What follows belongs to an exercise in optimizing a design on an open flow for small area, a short achievable clock period and few clock cycles per item; a production flow would make more cautious choices.
No functional check of the RTL was part of any run shown here.
Power figures rest on the tool's default switching activity, not on a simulated workload.

==> design.v <==
`default_nettype none
module rename_unit (
    input  wire logic                                      clock,
    input  wire logic                                      reset,
    input  wire logic                                      squash,
    input  wire logic                                      request_valid,
    output logic                                           request_ready,
    input  wire logic [2*15-1:0]      request,
    output logic                                           result_valid,
    input  wire logic                                      result_ready,
    output logic [2*18-1:0]           result,
    input  wire logic [2*12-1:0]      retire
);
    localparam int NA = 32;
    localparam int PW = 6;
    localparam int AW = 5;
    localparam int RQ = 2*15;
    localparam int RS = 2*18;
    logic [NA-1:1][PW-1:0]   spec_st;     
    logic [NA-1:1][PW-1:0]   commit_st;   
    logic [NA-1:0][PW-1:0]   spec_q, commit_q;
    logic [NA/2-1:0][PW-1:0] even_q;      
    logic [NA/2-1:0][PW-1:0] odd_q;       
    logic [4:0]  head_q;                  
    logic [3:0]  he_q;                    
    logic [4:0]  ch_q;                    
    logic [5:0]  count_q;                 
    logic        ge1_q, ge2_q;            
    logic        sq_q;                    
    logic          pwe_q, pwo_q;
    logic [3:0]    pre_q, pro_q;
    logic [PW-1:0] pde_q, pdo_q;
    logic          hite_q, hito_q;        
    logic          hv_q, sv_q;
    logic          rdy_q;                 
    logic [RQ-1:0] hd_q, sd_q;
    logic [1:0]    hl_q;
    logic          fwd_a_q, fwd_b_q;      
    logic          ov_q;
    logic [RS-1:0] od_q;
    logic          rv0, rv1;
    logic [AW-1:0] rarn0, rarn1;
    logic [PW-1:0] rprn0, rprn1;
    logic [PW-1:0] old0, old1;            
    logic [PW-1:0] push_e, push_o;        
    logic          we_e, we_o;
    logic [3:0]    row_e, row_o;
    logic [1:0]    nret;
    always_comb begin
        {rv1, rarn1, rprn1, rv0, rarn0, rprn0} = retire;
        old0  = commit_q[rarn0];
        old1  = (rv0 && rarn1 == rarn0) ? rprn0 : commit_q[rarn1];
        nret  = 2'({1'b0, rv0} + {1'b0, rv1});
        push_e = (rv0 && !ch_q[0]) ? old0 : old1;
        push_o = (rv0 &&  ch_q[0]) ? old0 : old1;
        row_o  = ch_q[4:1];
        row_e  = 4'(ch_q[4:1] + {3'd0, ch_q[0]});
        we_e   = ch_q[0] ? (rv0 && rv1) : (rv0 || rv1);
        we_o   = ch_q[0] ? (rv0 || rv1) : (rv0 && rv1);
    end
    logic [AW-1:0] a0, b0, d0, a1, b1, d1;
    logic          live0, live1;
    logic          enough, out_room, adv;
    logic [PW-1:0] erow, orow, alloc0, alloc1;
    logic          odd0, odd1;
    logic [RS-1:0] renamed;
    logic [1:0]    popped;
    always_comb begin
        {a1, b1, d1, a0, b0, d0} = hd_q;
        live0    = hl_q[0];
        live1    = hl_q[1];
        enough   = ge2_q || (ge1_q && !(live0 && live1)) || !(live0 || live1);
        out_room = !ov_q || result_ready;
        adv      = hv_q && enough && out_room && !sq_q;
        popped   = adv ? 2'({1'b0, live0} + {1'b0, live1}) : 2'd0;
        erow   = hite_q ? pde_q : even_q[he_q];
        orow   = hito_q ? pdo_q : odd_q[head_q[4:1]];
        odd0   = head_q[0];
        odd1   = head_q[0] ^ live0;
        alloc0 = odd0 ? orow : erow;
        alloc1 = odd1 ? orow : erow;
        renamed[35:30] = fwd_a_q ? alloc0 : spec_q[a1];
        renamed[29:24] = fwd_b_q ? alloc0 : spec_q[b1];
        renamed[23:18] = live1 ? alloc1 : '0;
        renamed[17:12] = spec_q[a0];
        renamed[11:6]  = spec_q[b0];
        renamed[5:0]   = live0 ? alloc0 : '0;
    end
    logic          accept_in, hload;
    logic [RQ-1:0] hnext;
    assign request_ready = rdy_q;
    assign accept_in     = request_valid && !sv_q;
    assign result_valid  = ov_q;
    assign result        = od_q;
    assign hload         = adv || !hv_q;
    assign hnext         = sv_q ? sd_q : request;
    logic [5:0] count_next;
    logic       ge1_next, ge2_next;
    logic [5:0] cand [5];
    logic [4:0] cge1, cge2;
    logic [5:0] byp_c [3];
    logic [2:0] byp_1, byp_2;
    logic [4:0] head_next, h1, h2;
    logic [3:0] he_next;
    always_comb begin
        for (int k = 0; k < 5; k++) begin
            cand[k] = 6'(count_q + 6'(k) - 6'd2);
            cge1[k] = (k >= 3) || count_q >= 6'(3 - k);      
            cge2[k] = (k >= 4) || count_q >= 6'(4 - k);      
        end
        for (int p = 0; p < 3; p++) begin
            case (nret)
                2'd0:    begin byp_c[p] = cand[2-p]; byp_1[p] = cge1[2-p]; byp_2[p] = cge2[2-p]; end
                2'd1:    begin byp_c[p] = cand[3-p]; byp_1[p] = cge1[3-p]; byp_2[p] = cge2[3-p]; end
                default: begin byp_c[p] = cand[4-p]; byp_1[p] = cge1[4-p]; byp_2[p] = cge2[4-p]; end
            endcase
        end
        case (popped)
            2'd0:    begin count_next = byp_c[0]; ge1_next = byp_1[0]; ge2_next = byp_2[0]; end
            2'd1:    begin count_next = byp_c[1]; ge1_next = byp_1[1]; ge2_next = byp_2[1]; end
            default: begin count_next = byp_c[2]; ge1_next = byp_1[2]; ge2_next = byp_2[2]; end
        endcase
        h1 = head_q + 5'd1;
        h2 = head_q + 5'd2;
        if (sq_q) begin
            head_next = ch_q;
            he_next   = 4'(ch_q[4:1] + {3'd0, ch_q[0]});
        end else begin
            case (popped)
                2'd0:    begin head_next = head_q; he_next = he_q; end
                2'd1:    begin head_next = h1;     he_next = 4'(h1[4:1] + {3'd0, h1[0]}); end
                default: begin head_next = h2;     he_next = 4'(h2[4:1] + {3'd0, h2[0]}); end
            endcase
        end
    end
    always_ff @(posedge clock) begin
        if (reset) begin
            head_q  <= '0;
            he_q    <= '0;
            ch_q    <= '0;
            count_q <= 6'd32;
            ge1_q   <= 1'b1;
            ge2_q   <= 1'b1;
            pwe_q   <= 1'b0;
            pwo_q   <= 1'b0;
            hite_q  <= 1'b0;
            hito_q  <= 1'b0;
            sq_q    <= 1'b1;
            hv_q    <= 1'b0;
            sv_q    <= 1'b0;
            rdy_q   <= 1'b1;
            ov_q    <= 1'b0;
        end else begin
            pwe_q  <= we_e;
            pwo_q  <= we_o;
            hite_q <= we_e && row_e == he_next;
            hito_q <= we_o && row_o == head_next[4:1];
            sq_q   <= squash;
            ch_q   <= ch_q + 5'(nret);
            head_q <= head_next;
            he_q   <= he_next;
            if (sq_q) begin
                count_q <= 6'd32;
                ge1_q   <= 1'b1;
                ge2_q   <= 1'b1;
            end else begin
                count_q <= count_next;
                ge1_q   <= ge1_next;
                ge2_q   <= ge2_next;
            end
            if (squash) begin
                hv_q  <= 1'b0;
                sv_q  <= 1'b0;
                rdy_q <= 1'b1;
                ov_q  <= 1'b0;
            end else begin
                if (hload) begin
                    hv_q  <= sv_q || accept_in;
                    sv_q  <= 1'b0;
                    rdy_q <= 1'b1;
                end else if (accept_in) begin
                    sv_q  <= 1'b1;
                    rdy_q <= 1'b0;
                end
                if (out_room) ov_q <= adv;
            end
        end
    end
    always_ff @(posedge clock) begin
        pre_q <= row_e;
        pro_q <= row_o;
        pde_q <= push_e;
        pdo_q <= push_o;
        if (hload) begin
            hd_q    <= hnext;
            hl_q[0] <= hnext[4:0] != '0;
            hl_q[1] <= hnext[19:15] != '0;
            fwd_a_q <= hnext[4:0] != '0 && hnext[29:25] == hnext[4:0];
            fwd_b_q <= hnext[4:0] != '0 && hnext[24:20] == hnext[4:0];
        end
        if (!sv_q) sd_q <= request;
        if (out_room) od_q <= renamed;
    end
    always_ff @(posedge clock) begin
        for (int i = 1; i < NA; i++) begin
            if (sq_q)
                spec_st[i] <= commit_st[i];
            else if (adv && (d1 == AW'(i) || d0 == AW'(i))) begin
                if (d1 == AW'(i) ? odd1 : odd0)
                    spec_st[i] <= orow;
                else
                    spec_st[i] <= erow;
            end
        end
    end
    always_ff @(posedge clock) begin
        if (reset) begin
            for (int i = 1; i < NA; i++) begin
                commit_st[i] <= PW'(i);
            end
            for (int i = 0; i < NA/2; i++) begin
                even_q[i] <= PW'(NA + 2*i);
                odd_q[i]  <= PW'(NA + 2*i + 1);
            end
        end else begin
            for (int i = 1; i < NA; i++) begin
                if (rv1 && rarn1 == AW'(i))
                    commit_st[i] <= rprn1;
                else if (rv0 && rarn0 == AW'(i))
                    commit_st[i] <= rprn0;
            end
            for (int i = 0; i < NA/2; i++) begin
                if (pwe_q && pre_q == 4'(i)) even_q[i] <= pde_q;
                if (pwo_q && pro_q == 4'(i)) odd_q[i]  <= pdo_q;
            end
        end
    end
    assign spec_q   = {spec_st, PW'(0)};
    assign commit_q = {commit_st, PW'(0)};
endmodule
`default_nettype wire
==> run.sh <==
#!/bin/bash
# synth_recipe.tcl (not shown) runs the flow's synth.tcl, then flattens the netlist and writes it again
# the make line also repeats each setting of config.mk as NAME=value (left out here)
make -C /OpenROAD-flow-scripts/flow DESIGN_CONFIG=/design/flow/config.mk WORK_HOME=/design/flow/orfs CLKGATE_MAP_FILE= SYNTH_SCRIPT=/design/flow/synth_recipe.tcl finish
==> config.mk <==
export PLATFORM = sky130hd
export DESIGN_NAME = rename_unit
export DESIGN_NICKNAME = rename_unit
export VERILOG_FILES = /design/flow/design.v
export SDC_FILE = /design/flow/constraint.sdc
export NUM_CORES = 4
export LEC_CHECK = 0
export CAP_MARGIN = 35
export CORE_MARGIN = 2
export CORE_UTILIZATION = 40
export CTS_CLUSTER_DIAMETER = 80
export CTS_CLUSTER_SIZE = 30
export PLACE_DENSITY = 0.5
export SETUP_SLACK_MARGIN = 4.3
export SLEW_MARGIN = 35
==> constraint.sdc <==
create_clock -name core_clock -period 7.0 [get_ports {clock}]
set_input_delay 1.4000 -clock core_clock [delete_from_list [all_inputs] [get_ports {clock}]]
set_output_delay 1.4000 -clock core_clock [all_outputs]
set_load 0.01 [all_outputs]
==> results of run 1 <==
[layout by cell type (no fill, tap or decap), types with 16 or more instances in the layout]
master,netlist,layout
sky130_fd_sc_hd__o22a_1,32,32
sky130_fd_sc_hd__edfxtp_1,256,256
sky130_fd_sc_hd__nand3_1,98,89
sky130_fd_sc_hd__mux2_2,78,78
sky130_fd_sc_hd__ha_1,23,18
sky130_fd_sc_hd__o21ai_4,0,21
sky130_fd_sc_hd__o21ai_1,2,23
sky130_fd_sc_hd__xnor2_1,58,58
sky130_fd_sc_hd__inv_1,32,24
sky130_fd_sc_hd__a21oi_2,2,85
sky130_fd_sc_hd__buf_4,5,104
sky130_fd_sc_hd__buf_12,1,36
sky130_fd_sc_hd__nor2b_1,76,69
sky130_fd_sc_hd__nand2b_1,20,17
sky130_fd_sc_hd__o22ai_2,0,106
sky130_fd_sc_hd__a21oi_1,257,159
sky130_fd_sc_hd__o21ai_0,161,110
sky130_fd_sc_hd__mux2_4,6,18
sky130_fd_sc_hd__nor2_1,351,328
sky130_fd_sc_hd__clkdlybuf4s50_1,0,40
sky130_fd_sc_hd__buf_16,0,16
sky130_fd_sc_hd__dfxtp_1,459,446
sky130_fd_sc_hd__nand2_2,2,16
sky130_fd_sc_hd__a211oi_1,90,88
sky130_fd_sc_hd__a211o_1,49,49
sky130_fd_sc_hd__nand2_1,393,377
sky130_fd_sc_hd__o22ai_1,209,62
sky130_fd_sc_hd__buf_2,47,36
sky130_fd_sc_hd__mux4_2,333,339
sky130_fd_sc_hd__a22o_1,32,32
sky130_fd_sc_hd__o22ai_4,0,41
sky130_fd_sc_hd__mux2i_1,298,293
sky130_fd_sc_hd__clkbuf_16,0,53
sky130_fd_sc_hd__a311oi_1,34,34
[synth_stat cells, types with 5 or more instances]
cell type and instances:
sky130_fd_sc_hd__buf_6 20, sky130_fd_sc_hd__a311oi_1 34, sky130_fd_sc_hd__a211o_1 49, sky130_fd_sc_hd__mux2_2 78, sky130_fd_sc_hd__clkbuf_1 273, sky130_fd_sc_hd__inv_1 32, sky130_fd_sc_hd__o22a_1 32, sky130_fd_sc_hd__a31oi_1 9
sky130_fd_sc_hd__buf_4 5, sky130_fd_sc_hd__a221oi_1 17, sky130_fd_sc_hd__edfxtp_1 256, sky130_fd_sc_hd__buf_1 49, sky130_fd_sc_hd__o21ai_0 161, sky130_fd_sc_hd__mux2_4 6, sky130_fd_sc_hd__nor3b_1 8, sky130_fd_sc_hd__buf_2 47
sky130_fd_sc_hd__or2_2 9, sky130_fd_sc_hd__mux4_2 333, sky130_fd_sc_hd__o22ai_1 209, sky130_fd_sc_hd__nand2_1 393, sky130_fd_sc_hd__dfxtp_1 459, sky130_fd_sc_hd__xor2_1 15, sky130_fd_sc_hd__inv_2 9, sky130_fd_sc_hd__xnor2_1 58
sky130_fd_sc_hd__o21a_1 5, sky130_fd_sc_hd__nor2_1 351, sky130_fd_sc_hd__a22o_1 32, sky130_fd_sc_hd__or3_1 11, sky130_fd_sc_hd__o221ai_1 14, sky130_fd_sc_hd__mux4_1 16, sky130_fd_sc_hd__mux2i_1 298, sky130_fd_sc_hd__nand3_1 98
sky130_fd_sc_hd__a22oi_1 21, sky130_fd_sc_hd__a21oi_1 257, sky130_fd_sc_hd__nand3b_1 15, sky130_fd_sc_hd__nor2b_1 76, sky130_fd_sc_hd__and3_1 10, sky130_fd_sc_hd__a211oi_1 90, sky130_fd_sc_hd__ha_1 23, sky130_fd_sc_hd__nor3_1 23
sky130_fd_sc_hd__o211ai_1 8, sky130_fd_sc_hd__nand2b_1 20
[layer usage]
layer	vias to the layer above	GRT usage, %	share of wire, %
met5	-	0	0.0072
met4	2	16.34	6.0
met3	501	5.715	9.9
met2	2150	51.32	46
met1	17860	41.84	38
li1	15190	-	-
[sequential cells by signal (all words and copies together) (netlist names), 5 cells and up, named ones only]
signal	cells
commit_st	186
spec_st	186
even_q	96
odd_q	96
od_q	36
hd_q	30
sd_q	30
pde_q	6
pdo_q	6
ch_q	5
head_q	5
[through the flow]
stage / setup WS (ps) / hold slack, ps / util, % / power (uW)
after global placement: 2612 / 441.6 / 42.27 / 7509
final: 4061 / 458.1 / 48.31 / 11430
after CTS: 4114 / 462.5 / 46.98 / 11180
after global routing: 4035 / 481.4 / 48.31 / 11680
after detailed placement: 2626 / 447.3 / 42.30 / 7518
after floorplan: 4003 / 329.0 / - / 6552
[path summary, 6_finish.rpt]
path / start / end / slack (ps) / cells past startpoint
setup reg to reg: he_q[0]$_SDFF_PP0_ / spec_st[100]$_DFFE_PP_ / 4060 / 8
hold / removal: odd_q[2]$_SDFFE_PP0P_ / odd_q[2]$_SDFFE_PP0P_ / 460 / 2
hold reg to reg: odd_q[2]$_SDFFE_PP0P_ / odd_q[2]$_SDFFE_PP0P_ / 460 / 2
setup / recovery: he_q[0]$_SDFF_PP0_ / spec_st[100]$_DFFE_PP_ / 4060 / 8
[repair_timing]
action,in CTS,in global routing
endpoints found under the setup margin,707,366
setup buffers,51,43
resized for setup,602,166
pin swaps,98,51
cloned,31,11
hold endpoints to repair,0,0
[worst max-delay path, cell delays in order (launching register included)]
cell	delay [ps]
sky130_fd_sc_hd__dfxtp_4	440
sky130_fd_sc_hd__buf_12	120
sky130_fd_sc_hd__buf_16	120
sky130_fd_sc_hd__mux4_2	550
sky130_fd_sc_hd__mux4_2	660
sky130_fd_sc_hd__mux2_8	400
sky130_fd_sc_hd__buf_4	180
sky130_fd_sc_hd__o22ai_4	110
sky130_fd_sc_hd__a21oi_2	80
[area by class of cell]
cell class / instances / area, um^2 / area share, %
multi-input combinational: 2852 / 26800 / 52.79
sequential: 715 / 16900 / 33.28
timing repair buffer: 284 / 3408 / 6.712
tap: 1391 / 1740 / 3.427
clock buffer: 47 / 1155 / 2.274
clock inverter: 37 / 481.7 / 0.9486
inverter: 41 / 270.3 / 0.5322
timing repair inverter: 2 / 17.52 / 0.03450
antenna: 1 / 2.502 / 0.004928
[report_power, final]
group	switching, uW	internal, uW	leakage [uW]
Clock	1800	1370	0.000791
Sequential	399	4630	0.00634
Combinational	1890	1340	0.00990
[cell families after synthesis]
family	after synthesis
buffers and inverters	439
adders and majority gates	24
xor gates and xnor gates	73
DFF	715
AOI/OAI and AO/OA	968
muxes	731
and+or+nand+nor	1038
==> run summary, run 1 <==
Synthesis:
- In the synthesized netlist the dominant register cell turns out to be sky130_fd_sc_hd__dfxtp_1.
- The cell taking the most area after synthesis is sky130_fd_sc_hd__dfxtp_1.
- The mapped netlist covers 42380 um^2.
- Counting flops with a built-in enable in the synthesized netlist gives 256.
- The unique cell type count in the Yosys netlist is 79.
- The area share of and/or/nand/nor cells after synthesis is 10.77%.
- The xor and xnor area share after synthesis is 1.509%.
- By area, the combinational part of the netlist is dominated by multiplexers.
- Yosys printed 3 warnings.
- The share of flip-flops with an asynchronous set or reset after synthesis is 0%.
- The net count of the mapped netlist is about 4100.
- Yosys attributes the largest share of cell area to sky130_fd_sc_hd__dfxtp_1 22%, sky130_fd_sc_hd__edfxtp_1 18%, sky130_fd_sc_hd__mux4_2 18%, sky130_fd_sc_hd__mux2i_1 7.0%, sky130_fd_sc_hd__nand2_1 3.5%.
- The sequential-to-total area share from yosys stat is 39.83%.
- Summing the areas of all fa, ha and maj instances in the mapped netlist gives 0.7263% of the synthesized area.
- After synthesis, the largest area contributor takes up 21.68% of total cell area.
- The share of the synthesized area in compound gates (AO/OA/AOI/OAI) is 14.66%.
- The synthesized instance count is roughly 4000.
- Of the post-synthesis cell area, the part taken by muxes is 28.01%.
- Each instance of the synthesized netlist takes up on average 10.63 um^2.
- The register bit total from synthesis is 715.

Placed design:
- The number of placed instances, taps included is 5146.
- Routability-driven placement finished with a final weighted congestion of 0.9627.
- Once placement finished, the instance area stood at 44470 um^2.
- Buffers placed on the I/O ports in this run total 96.
- The sum of net half-perimeters after detailed placement is 116000 um.

Floorplanning:
- During I/O placement, the number of pins put on the boundary was 97.
- The row count is 119.
- Once the floorplan was initialized, standard cells occupied around two fifths of the core.
- The die width is roughly 330 um.
- The region available for standard cell placement spans 105100 um^2.
- The height of the die is 329.5 um.
- The floorplan step defined a die boundary enclosing 108600 um^2.

CTS:
- In this run, post-CTS hold repair placed 0 buffers.
- The count of H-tree levels built during CTS is 2.
- The master cell of the clock root buffer is sky130_fd_sc_hd__clkbuf_16.
- CTS saw 715 sinks.
- TritonCTS built the clock tree.
- In this run, CTS created clock tree buffers numbering 45.
- The clock latency of the later-clocked register in the worst-skew pair is 660 ps.
- Clock-pin slew was measured on the worst setup and hold paths at 110 ps.
- Counting along the longest clock path gives a buffer depth of 3.

Routing:
- The count of TritonRoute iterations in the first routing pass is 6.
- The number of violations reported at the end of detailed-routing iteration 0 is ~4800.
- In the final routed layout, each cell accounts on average for 33.48 um.
- The remaining number of nets flagged by the antenna check after routing is 0.
- The DRC violations left is 0.
- The per-cell via count in the routed design is around 6.6.
- The total number of vias is roughly 36000.
- The routed wire length is 179800 um.

Global route:
- The via count of the first global-routing pass is between 30000 and 40000.
- The wire length of the first global-routing pass is approximately 250000 um.
- Global routing used about a third of the available tracks.
- The global route total overflow is 0.
- The initial antenna violation count is 3.
- Entering global routing, the biggest net connects 143 pins.

STA:
- For the pin with the worst max-slew slack, the measured transition is approximately 880 ps.
- The max-slew violation total from the final report is 0.
- The routed design could run at a clock period as short as 2939 ps.
- Setup total negative slack on the finished layout was measured at 0 ps.
- Measured against its own limit, the worst slew margin works out to 41.34%.
- The clock tree skew after final layout is 39.36 ps.
- The final hold violation count was 0.
- Setup repair after global routing could not meet its margin everywhere.
- The final critical path takes up 41.98% of the cycle.
- The fmax is 340.3 MHz.
- Setup violations remaining at the end of the flow were counted as 0.

Finish:
- Fill cells in the final layout number 9591.
- The layout cell share with drive strength beyond 1 is 30.72%.
- The final layout contains 4024 nets.
- The area added between synthesis and finish is 19.83%.
- The design area is between 50000 and 60000 um^2.
- The number of standard cells in the layout, taps in and fillers out is 5370.

Worst setup path:
- The worst endpoint required time is 7400 ps.
- Data on the critical path arrives at its endpoint at 3330 ps.
- The largest driver fanout on the critical path is 6.
- The critical path capture point type is a flip-flop.
- The type of the setup path with the least slack is flip-flop to flip-flop.
- STA classifies the critical path startpoint as a flip-flop.

Power:
- For this design the static power due to leakage is 0.01704 uW.
- In this run the power density over the cells is approximately 220 nW/um^2.
- The peak supply drop is 0.2118 mV.

Outcome:
- The run finished with no timing, DRC or antenna violations.

Hold path:
- The type of the most critical hold path is flip-flop to flip-flop.

Job:
- Across the run, the number of max-cap violations was 0.
==> run 2, diff against run 1 <==
--- a/design.v
+++ b/design.v
@@ -32,7 +32,6 @@
     logic [PW-1:0] pde_q, pdo_q;
     logic          hite_q, hito_q;        
     logic          hv_q, sv_q;
-    logic          rdy_q;                 
     logic [RQ-1:0] hd_q, sd_q;
     logic [1:0]    hl_q;
     logic          fwd_a_q, fwd_b_q;      
@@ -42,14 +41,21 @@
     logic [AW-1:0] rarn0, rarn1;
     logic [PW-1:0] rprn0, rprn1;
     logic [PW-1:0] old0, old1;            
+    logic [PW-1:0] c0, c1;
     logic [PW-1:0] push_e, push_o;        
     logic          we_e, we_o;
     logic [3:0]    row_e, row_o;
     logic [1:0]    nret;
     always_comb begin
         {rv1, rarn1, rprn1, rv0, rarn0, rprn0} = retire;
-        old0  = commit_q[rarn0];
-        old1  = (rv0 && rarn1 == rarn0) ? rprn0 : commit_q[rarn1];
+        c0 = '0;
+        c1 = '0;
+        for (int i = 1; i < NA; i++) begin
+            c0 |= {PW{rarn0 == AW'(i)}} & commit_q[i];
+            c1 |= {PW{rarn1 == AW'(i)}} & commit_q[i];
+        end
+        old0  = c0;
+        old1  = (rv0 && rarn1 == rarn0) ? rprn0 : c1;
         nret  = 2'({1'b0, rv0} + {1'b0, rv1});
         push_e = (rv0 && !ch_q[0]) ? old0 : old1;
         push_o = (rv0 &&  ch_q[0]) ? old0 : old1;
@@ -64,6 +70,7 @@
     logic [PW-1:0] erow, orow, alloc0, alloc1;
     logic          odd0, odd1;
     logic [RS-1:0] renamed;
+    logic [PW-1:0] sa0, sb0, sa1, sb1;
     logic [1:0]    popped;
     always_comb begin
         {a1, b1, d1, a0, b0, d0} = hd_q;
@@ -79,16 +86,26 @@
         odd1   = head_q[0] ^ live0;
         alloc0 = odd0 ? orow : erow;
         alloc1 = odd1 ? orow : erow;
-        renamed[35:30] = fwd_a_q ? alloc0 : spec_q[a1];
-        renamed[29:24] = fwd_b_q ? alloc0 : spec_q[b1];
+        sa0 = '0;
+        sb0 = '0;
+        sa1 = '0;
+        sb1 = '0;
+        for (int i = 1; i < NA; i++) begin
+            sa0 |= {PW{a0 == AW'(i)}} & spec_q[i];
+            sb0 |= {PW{b0 == AW'(i)}} & spec_q[i];
+            sa1 |= {PW{a1 == AW'(i)}} & spec_q[i];
+            sb1 |= {PW{b1 == AW'(i)}} & spec_q[i];
+        end
+        renamed[35:30] = fwd_a_q ? alloc0 : sa1;
+        renamed[29:24] = fwd_b_q ? alloc0 : sb1;
         renamed[23:18] = live1 ? alloc1 : '0;
-        renamed[17:12] = spec_q[a0];
-        renamed[11:6]  = spec_q[b0];
+        renamed[17:12] = sa0;
+        renamed[11:6]  = sb0;
         renamed[5:0]   = live0 ? alloc0 : '0;
     end
     logic          accept_in, hload;
     logic [RQ-1:0] hnext;
-    assign request_ready = rdy_q;
+    assign request_ready = !sv_q;
     assign accept_in     = request_valid && !sv_q;
     assign result_valid  = ov_q;
     assign result        = od_q;
@@ -148,7 +165,6 @@
             sq_q    <= 1'b1;
             hv_q    <= 1'b0;
             sv_q    <= 1'b0;
-            rdy_q   <= 1'b1;
             ov_q    <= 1'b0;
         end else begin
             pwe_q  <= we_e;
@@ -169,18 +185,15 @@
                 ge2_q   <= ge2_next;
             end
             if (squash) begin
-                hv_q  <= 1'b0;
-                sv_q  <= 1'b0;
-                rdy_q <= 1'b1;
-                ov_q  <= 1'b0;
+                hv_q <= 1'b0;
+                sv_q <= 1'b0;
+                ov_q <= 1'b0;
             end else begin
                 if (hload) begin
-                    hv_q  <= sv_q || accept_in;
-                    sv_q  <= 1'b0;
-                    rdy_q <= 1'b1;
+                    hv_q <= sv_q || accept_in;
+                    sv_q <= 1'b0;
                 end else if (accept_in) begin
-                    sv_q  <= 1'b1;
-                    rdy_q <= 1'b0;
+                    sv_q <= 1'b1;
                 end
                 if (out_room) ov_q <= adv;
             end
@@ -205,8 +218,8 @@
         for (int i = 1; i < NA; i++) begin
             if (sq_q)
                 spec_st[i] <= commit_st[i];
-            else if (adv && (d1 == AW'(i) || d0 == AW'(i))) begin
-                if (d1 == AW'(i) ? odd1 : odd0)
+            else if (adv && ((live1 && d1 == AW'(i)) || (live0 && d0 == AW'(i)))) begin
+                if ((live1 && d1 == AW'(i)) ? odd1 : odd0)
                     spec_st[i] <= orow;
                 else
                     spec_st[i] <= erow;
--- a/config.mk
+++ b/config.mk
@@ -7,9 +7,9 @@
 export LEC_CHECK = 0
 export CAP_MARGIN = 35
 export CORE_MARGIN = 2
-export CORE_UTILIZATION = 40
+export CORE_UTILIZATION = 48
 export CTS_CLUSTER_DIAMETER = 80
 export CTS_CLUSTER_SIZE = 30
-export PLACE_DENSITY = 0.5
+export PLACE_DENSITY = 0.58
 export SETUP_SLACK_MARGIN = 4.3
 export SLEW_MARGIN = 35
==> run 2 against run 1 <==
  * Sequential cell count decreased by 1
  * Critical path type unchanged
  * Fmax fell by 1.2%
  * Core utilization rose by 9.1 points
  * Synthesized cell count grew 26%
  * Critical path depth down 2
  * Clock skew grew 11 ps
  * Final area rose by 3.2%
  * Still clean on timing, DRC and antenna
  * Worst hold slack gained 7.3 ps
  * Area after synthesis is 4.1% higher
  * Non-clock buffer count grew 144
  * Power decreased by 2.1%
==> run summary, run 2 <==
Worst setup path:
- The critical path goes through or2_2 > or2_2 > nor2_1 > xnor2_2 > nor2_2 > a221oi_1.
- The capture point of the critical path is spec_st[142]$_DFFE_PP_.
- The worst path arrival time is 3390 ps.
- The critical path contains buffers and inverters numbering 0 combined.
- The most frequent cell on the critical path is sky130_fd_sc_hd__or2_2.
- The worst reg-to-reg setup slack is 4030 ps.
- The critical path in this run is classified as flip-flop to flip-flop.
- The worst setup path is launched from a flip-flop.
- Measured in cells, the most critical reg-to-reg path has a length of 6.
- In this run the critical register-to-register path is captured at spec_st[142]$_DFFE_PP_.
- The launching point of the worst reg2reg path is hd_q[16]$_DFFE_PP_.
- In this design, the largest share of critical-path delay is due to simple AND/OR/NAND/NOR gates.
- Of all nets on the critical path, the largest fanout is 8.
- The logic depth of the worst path, buffers included is 6.
- STA puts the critical path data required time at 7420 ps.
- STA classifies the critical path endpoint as a flip-flop.
- The launching instance or port of the critical path is hd_q[16]$_DFFE_PP_.
- The slowest stage cell on the critical path is sky130_fd_sc_hd__a221oi_1.
- The largest incremental delay on the critical path is about 600 ps.

Routing:
- The routed wire length is 269800 um.
- The per-cell via count in the routed design is 7.911.
- The total number of vias is 49510.
- The count of TritonRoute iterations in the first routing pass is 13.
- The count of nets left with antenna violations once routing finished came out at 0.
- The DRC violations left is 0.
- The detailed router finished its first iteration with 10040 violations.
- The final routed wire length divided by cell count is 43.11 um.

Finish:
- The area added between synthesis and finish is 18.86%.
- The total of fill cells in the finished design is 7866.
- The library cell used most frequently in the layout, excluding fill and tap cells, is sky130_fd_sc_hd__nor2_1.
- At the end of the flow the core is filled with cells to about 57%.
- Leaving out fill and tap cells, the most frequent cells in the layout are 626 x sky130_fd_sc_hd__nor2_1, 448 x sky130_fd_sc_hd__dfxtp_1, 397 x sky130_fd_sc_hd__nand2_1, 364 x sky130_fd_sc_hd__mux2i_1, 257 x sky130_fd_sc_hd__nand3_1.
- The largest registers in the layout are commit_st (186), spec_st (186).
- The number of nets in the layout is 5086.
- The sequential standard cell area is 16880 um^2.
- Leaving out filler cells and counting taps, the final layout contains 6258.
- The multi-input combinational cells in the finished layout cover a total of roughly 28000 um^2.
- Summing all non-filler instances in the final layout gives an area of 52420 um^2.
- The layout cell share with drive strength beyond 1 is 18.87%.

STA:
- Setup repair after global routing could not meet its margin everywhere.
- The final critical path takes up 42.50% of the cycle.
- The final setup violation count is 0.
- In this run the tightest slew margin relative to its limit is between 20% and 30%.
- The final hold violation count is 0.
- The fmax is 336.2 MHz.
- The clock tree skew after final layout is 49.90 ps.
- The clock period could shrink to 2975 ps.
- The setup slack after layout is a little over 4000 ps.
- The max-slew violation total from the final report is 0.
- The total negative setup slack is 0 ps.
- The transition at the pin with the smallest max-transition slack is around 1100 ps.

Synthesis:
- The area share of the largest cell type after synthesis is 20.79%.
- The dominant synthesized flop cell is sky130_fd_sc_hd__dfxtp_1.
- The number of enable-type register cells in the synthesized netlist is 256.
- In the synthesized netlist the async set-or-reset flop fraction comes to 0%.
- Dividing the synthesized area by the synthesized cell count gives 8.810 um^2.
- The sequential-to-total area share from yosys stat is 38.22%.
- The biggest area contributor in the post-synthesis netlist is sky130_fd_sc_hd__dfxtp_1.
- The unique cell type count in the Yosys netlist is 94.
- The Yosys step of the flow raised 3 warnings.
- The total standard cell area after synthesis is 44100 um^2.
- In the synthesized netlist, the number of instances is 5006.
- The register bit total from synthesis is approximately 710.
- Sorting the synthesized cells by how often they occur yields 651 x sky130_fd_sc_hd__nor2_1, 458 x sky130_fd_sc_hd__dfxtp_1, 420 x sky130_fd_sc_hd__nand2_1.
- Counting every net in the synthesized netlist gives 5089.
- The library cell with the highest instance count after synthesis is sky130_fd_sc_hd__nor2_1.
- Ranked by total cell area, the synthesized netlist is headed by sky130_fd_sc_hd__dfxtp_1 21%, sky130_fd_sc_hd__edfxtp_1 17%, sky130_fd_sc_hd__mux2i_1 8.4%, sky130_fd_sc_hd__nor2_1 5.5%, sky130_fd_sc_hd__a221oi_1 4.0%.

Placed design:
- The number of I/O port buffers is 96.
- The worst-case setup slack after placement is 2336 ps.
- The cell area after placement is between 40000 and 50000 um^2.
- The number of placed instances, taps included is 5929.
- The placer congestion estimate is 1.153.
- The HPWL after detailed placement is 178600 um.

Floorplanning:
- From bottom edge to top edge, the die measures 307.1 um.
- The floorplan has 111 rows.
- The die covers 94320 um^2.
- The initial utilization of the core area, before any placement, comes to between 40% and 50%.
- The core region is 91390 um^2.
- The die width is 307.1 um.
- For this design the top-level I/O count stands at 97.

Power:
- The leakage power is 0.01886 uW.
- The peak supply drop is 0.2508 mV.
- For this design the ratio of total power to cell area is 213.3 nW/um^2.

Global route:
- The via count of the first global-routing pass is 43170.
- The wire length of the first global-routing pass is 359400 um.
- For this run, the total global-route usage over all layers was measured as a little over half.
- The total overflow left after global routing is 0.
- The pin count of the biggest net entering global routing is 185.
- The initial antenna violation count was between 50 and 60.

Job:
- The count of max-cap constraint violations is 0.

CTS:
- The count of H-tree levels built during CTS is 2.
- The number of sinks driven by the clock tree is 714.
- The clock latency of the later-clocked register in the worst-skew pair is roughly 700 ps.
- The clock passes through at most 3 buffers.
- The number of buffers created by CTS is 38.
- The master cell of the clock root buffer is sky130_fd_sc_hd__clkbuf_16.
- The CTS tree is done.
- Clock-pin slew was measured on the worst setup and hold paths at 100 ps.

Outcome:
- The run finished with no timing, DRC or antenna violations.

Hold path:
- The path class of the tightest hold or removal check is flip-flop to flip-flop.
- The start point of the worst hold path is odd_q[4]$_SDFFE_PP0P_.
## run 2: changes by cell type in the layout (fill, tap and decap cells not counted), moves of 47 or more
cell / change
sky130_fd_sc_hd__a22oi_1: +107
sky130_fd_sc_hd__mux2i_1: +71
sky130_fd_sc_hd__a32oi_1: +93
sky130_fd_sc_hd__nand3_1: +168
sky130_fd_sc_hd__and3_1: +56
sky130_fd_sc_hd__o22ai_2: -106
sky130_fd_sc_hd__mux4_2: -303
sky130_fd_sc_hd__a21oi_2: -81
sky130_fd_sc_hd__a21oi_1: -64
sky130_fd_sc_hd__buf_4: +132
sky130_fd_sc_hd__a221oi_1: +158
sky130_fd_sc_hd__nand4_1: +99
sky130_fd_sc_hd__nor2_1: +298
sky130_fd_sc_hd__a31oi_1: +47
## run 2: cell families (layout without fill, tap and decap cells)
logic type | count (synthesis) | after routing | share of synthesized area (%)
buf+inv | 519 | 539 | 4.956
fa+ha+maj | 24 | 24 | 0.6979
flops | 714 | 714 | 38.22
xor+xnor | 65 | 65 | 1.325
mux | 470 | 470 | 11.87
simple gates | 2003 | 2006 | 22.27
compound gates | 1211 | 1211 | 20.66
other cells | 0 | 43 | 0
## run 2: final cells by class
type	instances	area share, %
Inverter	45	0.3986
Antenna cell	43	0.2053
Clock inverter	25	0.8521
Multi-Input combinational cell	3776	52.56
Clock buffer	41	1.876
Sequential cell	714	32.21
Tap cell	1186	2.831
Timing Repair Buffer	428	9.068
## run 2: worst min-delay path by stage
stage,end,cells past startpoint
floorplan,pro_q[2]$_DFF_P_,0
global placement,odd_q[6]$_SDFFE_PP1P_,1
detailed placement,even_q[0]$_SDFFE_PP0P_,2
CTS,pro_q[0]$_DFF_P_,0
global route,pro_q[0]$_DFF_P_,0
finish,odd_q[4]$_SDFFE_PP0P_,2
## run 2: per-layer routing
| layer | up-vias | global-route usage, % | wire length, um |
|---|---|---|---|
| li1 | 19100 | - | - |
| met5 | - | 2.119 | 437 |
| met3 | 1763 | 28.27 | 44350 |
| met2 | 5093 | 73.87 | 104200 |
| met1 | 23530 | 63.87 | 90530 |
| met4 | 23 | 44.07 | 30310 |
## run 2: through the flow
stage | total power (uW) | hold slack, ps
final | 11180 | 465.5
after global routing | 11240 | 473.3
after CTS | 10640 | 461.1
after detailed placement | 7630 | 447.9
after global placement | 7622 | 438.9
after floorplan | 6297 | 329.0
## run 2: where the power goes
part / internal (uW) / total (uW) / switching, uW
clock: 1240 / 2890 / 1660
sequential: 4620 / 5570 / 949
combinational: 981 / 2710 / 1730
## run 2: worst min-delay path: cells and delay by family (launching register included)
family,cells,cell delay (ps)
AOI/OAI and AO/OA,1,50
DFF,1,320
and+or+nand+nor,1,50
## run 2: repair_timing
action,in CTS,in global routing
hold buffers,0,0
cloned,22,8
gates resized for setup,382,203
pin swaps,51,58
endpoints found under the setup margin,697,302
setup buffers,110,77

what the ideal ports hide:
Ports are ideal in the flow. The routed layouts listed here were re-timed in OpenROAD. Step 1: set_driving_cell puts a clkbuf_16 on clock and a buf_2 on each other input, an assumption about the parent block. Step 2 also shifts input and output timing later by t, the mid clock arrival at the registers, as if the neighbouring blocks saw the same clock. a / b / c = ideal ports / drivers / drivers and shift; a / b = the first two.
run | t, ns | setup slack, ns | hold slack, ns
run 1 | 0.719 | 4.061 / 4.061 / 3.476 | 0.458 / 0.458 / 0.458
run 2 | 0.748 | 4.025 / 3.929 / 3.180 | 0.465 / 0.465 / 0.465
After both steps every run listed still meets setup and hold. The setup slack of run 2, which loses most, moves by -0.096 ns with the drivers and by -0.845 ns with both steps.
